This design comes from an exercise in tuning for small area on the open sky130 flow, not from production work. In this exercise RTL edits were held to simulation tests only and were not proved equivalent to the original. Power is estimated from default activity; no workload was simulated.

==> module skinny_round, before the edit <==
module skinny_round (
   input  logic               clk,
   input  logic               load,
   input  logic               col,
   input  logic [3:0]         colk,
   input  logic [3:1]         rot,
   input  skinny_pkg::block_t plaintext,
   input  skinny_pkg::cell_t  rk0,    
   input  skinny_pkg::cell_t  rk1,    
   input  skinny_pkg::rc_t    rc,
   output skinny_pkg::block_t state
);
   skinny_pkg::cell_t x [4];
   skinny_pkg::cell_t y [4];
   skinny_pkg::cell_t z [4];
   skinny_pkg::cell_t o [4];
   skinny_pkg::block_t pt_rot;
   genvar r;
   for (r = 0; r < 4; r = r + 1) begin : g_sbox
      assign x[r] = state[127-32*r -: 8];
      skinny_sbox8 sbox_i (
         .si (x[r]),
         .so (y[r])
      );
   end
   assign z[0] = y[0] ^ rk0 ^ {4'h0, colk[0] ? rc[3:0] : 4'h0};
   assign z[1] = y[1] ^ rk1 ^ {6'h0, colk[1] ? rc[5:4] : 2'h0};
   assign z[2] = y[2] ^ {6'h0, colk[2], 1'b0};
   assign z[3] = y[3];
   assign o[1] = z[0];
   assign o[2] = z[1] ^ z[2];
   assign o[3] = z[0] ^ z[2];
   assign o[0] = z[3] ^ o[3];
   assign pt_rot[127:96] = plaintext[127:96];
   assign pt_rot[95:64]  = {plaintext[71:64], plaintext[95:72]};
   assign pt_rot[63:32]  = {plaintext[47:32], plaintext[63:48]};
   assign pt_rot[31:0]   = {plaintext[23:0],  plaintext[31:24]};
   skinny_pkg::block_t nxt;
   skinny_pkg::block_t sel_load;
   skinny_pkg::block_t sel_step;
   skinny_pkg::block_t sel_hold;
   logic [3:0] step_r;
   assign step_r[0] = col;
   assign step_r[1] = col | rot[1];
   assign step_r[2] = col | rot[2];
   assign step_r[3] = col | rot[3];
   assign nxt[127:96] = {state[119:96], o[0]};
   assign nxt[95:64]  = {state[87:64], col ? o[1] : state[95:88]};
   assign nxt[63:32]  = {state[55:32], col ? o[2] : state[63:56]};
   assign nxt[31:0]   = {state[23:0],  col ? o[3] : state[31:24]};
   for (r = 0; r < 4; r = r + 1) begin : g_sel
      assign sel_load[127-32*r -: 32] = {32{load}};
      assign sel_step[127-32*r -: 32] = {32{step_r[r]}};
      assign sel_hold[127-32*r -: 32] = {32{~(load | step_r[r])}};
   end
   always_ff @(posedge clk) begin
      state <= (sel_load & pt_rot) | (sel_step & nxt) | (sel_hold & state);
   end
endmodule
==> flow/config.mk <==
export PLATFORM = sky130hd
export DESIGN_NAME = skinny_core
export DESIGN_NICKNAME = skinny_core
export VERILOG_FILES = /design/flow/design.v
export SDC_FILE = /design/flow/constraint.sdc
export NUM_CORES = 4
export LEC_CHECK = 0
export CAP_MARGIN = 20
export CORE_MARGIN = 2
export CORE_UTILIZATION = 50
export PLACE_DENSITY = 0.65
export SLEW_MARGIN = 20
==> flow/constraint.sdc <==
create_clock -name core_clock -period 4.0 [get_ports {clk}]
set_input_delay 0.8000 -clock core_clock [delete_from_list [all_inputs] [get_ports {clk}]]
set_output_delay 0.8000 -clock core_clock [all_outputs]
set_load 0.01 [all_outputs]
standard.sh (not shown) runs the stock make flow with config.mk's settings and CLKGATE_MAP_FILE= SYNTH_SCRIPT=/design/flow/synth_recipe.tcl, a recipe that flattens the netlist after the stock synthesis.
==> flow/flow/run.sh <==
#!/bin/bash
# The standard layout (standard.sh) with three changes:
#  - synthesis maps logic with an area-oriented ABC script (flow/abc_area.script);
#    everything else in synthesis, flip-flop mapping included, is the standard one
#  - port buffers use the smallest buffer cell
#  - clock tree built from small clock buffers, without dummy loads
set -euo pipefail
W=$(pwd)
cat > my_synth.tcl <<TCL
proc abc {args} {
  set i [lsearch -exact \$args -script]
  if { \$i >= 0 } { lset args [expr {\$i + 1}] $W/flow/abc_area.script }
  yosys abc {*}\$args
}
source $W/synth_recipe.tcl
TCL
sed "s#SYNTH_SCRIPT=[^ ]*#SYNTH_SCRIPT=$W/my_synth.tcl#" standard.sh > my_standard.sh
grep -q "SYNTH_SCRIPT=$W/my_synth.tcl" my_standard.sh
export BUFFER_PORTS_ARGS="-buffer_cell sky130_fd_sc_hd__buf_1"
export CTS_ARGS="-sink_clustering_enable -repair_clock_nets -buf_list sky130_fd_sc_hd__clkbuf_8 -root_buf sky130_fd_sc_hd__clkbuf_8 -sink_clustering_size 16 -sink_clustering_max_diameter 60 -dont_use_dummy_load"
bash my_standard.sh > standard.log 2>&1
==> flow/flow/abc_area.script <==
strash
dch
amap
topo
The first run passed the timing, design-rule and antenna checks.
Then changed:
--- a/flow/design.v
+++ b/flow/design.v
@@ -68,28 +68,17 @@
    assign pt_rot[127:96] = plaintext[127:96];
    assign pt_rot[95:64]  = {plaintext[71:64], plaintext[95:72]};
    assign pt_rot[63:32]  = {plaintext[47:32], plaintext[63:48]};
    assign pt_rot[31:0]   = {plaintext[23:0],  plaintext[31:24]};
-   skinny_pkg::block_t nxt;
-   skinny_pkg::block_t sel_load;
-   skinny_pkg::block_t sel_step;
-   skinny_pkg::block_t sel_hold;
-   logic [3:0] step_r;
-   assign step_r[0] = col;
-   assign step_r[1] = col | rot[1];
-   assign step_r[2] = col | rot[2];
-   assign step_r[3] = col | rot[3];
-   assign nxt[127:96] = {state[119:96], o[0]};
-   assign nxt[95:64]  = {state[87:64], col ? o[1] : state[95:88]};
-   assign nxt[63:32]  = {state[55:32], col ? o[2] : state[63:56]};
-   assign nxt[31:0]   = {state[23:0],  col ? o[3] : state[31:24]};
-   for (r = 0; r < 4; r = r + 1) begin : g_sel
-      assign sel_load[127-32*r -: 32] = {32{load}};
-      assign sel_step[127-32*r -: 32] = {32{step_r[r]}};
-      assign sel_hold[127-32*r -: 32] = {32{~(load | step_r[r])}};
-   end
-   always_ff @(posedge clk) begin
-      state <= (sel_load & pt_rot) | (sel_step & nxt) | (sel_hold & state);
+   always_ff @(posedge clk) begin
+      if (load) begin
+         state <= pt_rot;
+      end else begin
+         if (col) state[127:96] <= {state[119:96], o[0]};
+         if (col | rot[1]) state[95:64] <= {state[87:64], col ? o[1] : state[95:88]};
+         if (col | rot[2]) state[63:32] <= {state[55:32], col ? o[2] : state[63:56]};
+         if (col | rot[3]) state[31:0]  <= {state[23:0],  col ? o[3] : state[31:24]};
+      end
    end
 endmodule
 `timescale 1ns/1ps
 module skinny_tweakey #(
Result: Combinational power drops by about a fifth. First-iteration DRC count drops by about a fifth. Design area climbs by a few percent. Routed wire length drops by a few percent. Non-clock buffer count drops by 2. Total power drops by a few percent. Worst setup slack gains 34 ps.

## separate check: timing with driven ports
The flow's constraints put no driver on any port. The routed layouts listed below were extracted and timed again, unchanged, in two steps.
Step 1: set_driving_cell puts a clkbuf_16 on clk and a buf_2 on each other input, an assumption about the parent block.
Step 2 times the ports against the registers' clock, not the clock port: input delays grow and output delays shrink by t, the midpoint of the rising clock arrivals with the driver on.
Slacks: no drivers / after step 1 / after step 2; pairs: no drivers / after step 1.
| run | t (ns) | slack for setup (ns) | clock arrival spread, ns | cell pins on the clock port's net |
|---|---|---|---|---|
| the first run | 0.605 | 0.365 / 0.365 / 0.365 | 0.059 / 0.059 | 1 |
| the second run | 0.619 | 0.399 / 0.399 / 0.399 | 0.047 / 0.047 | 1 |
After both steps every run listed still meets setup and hold.
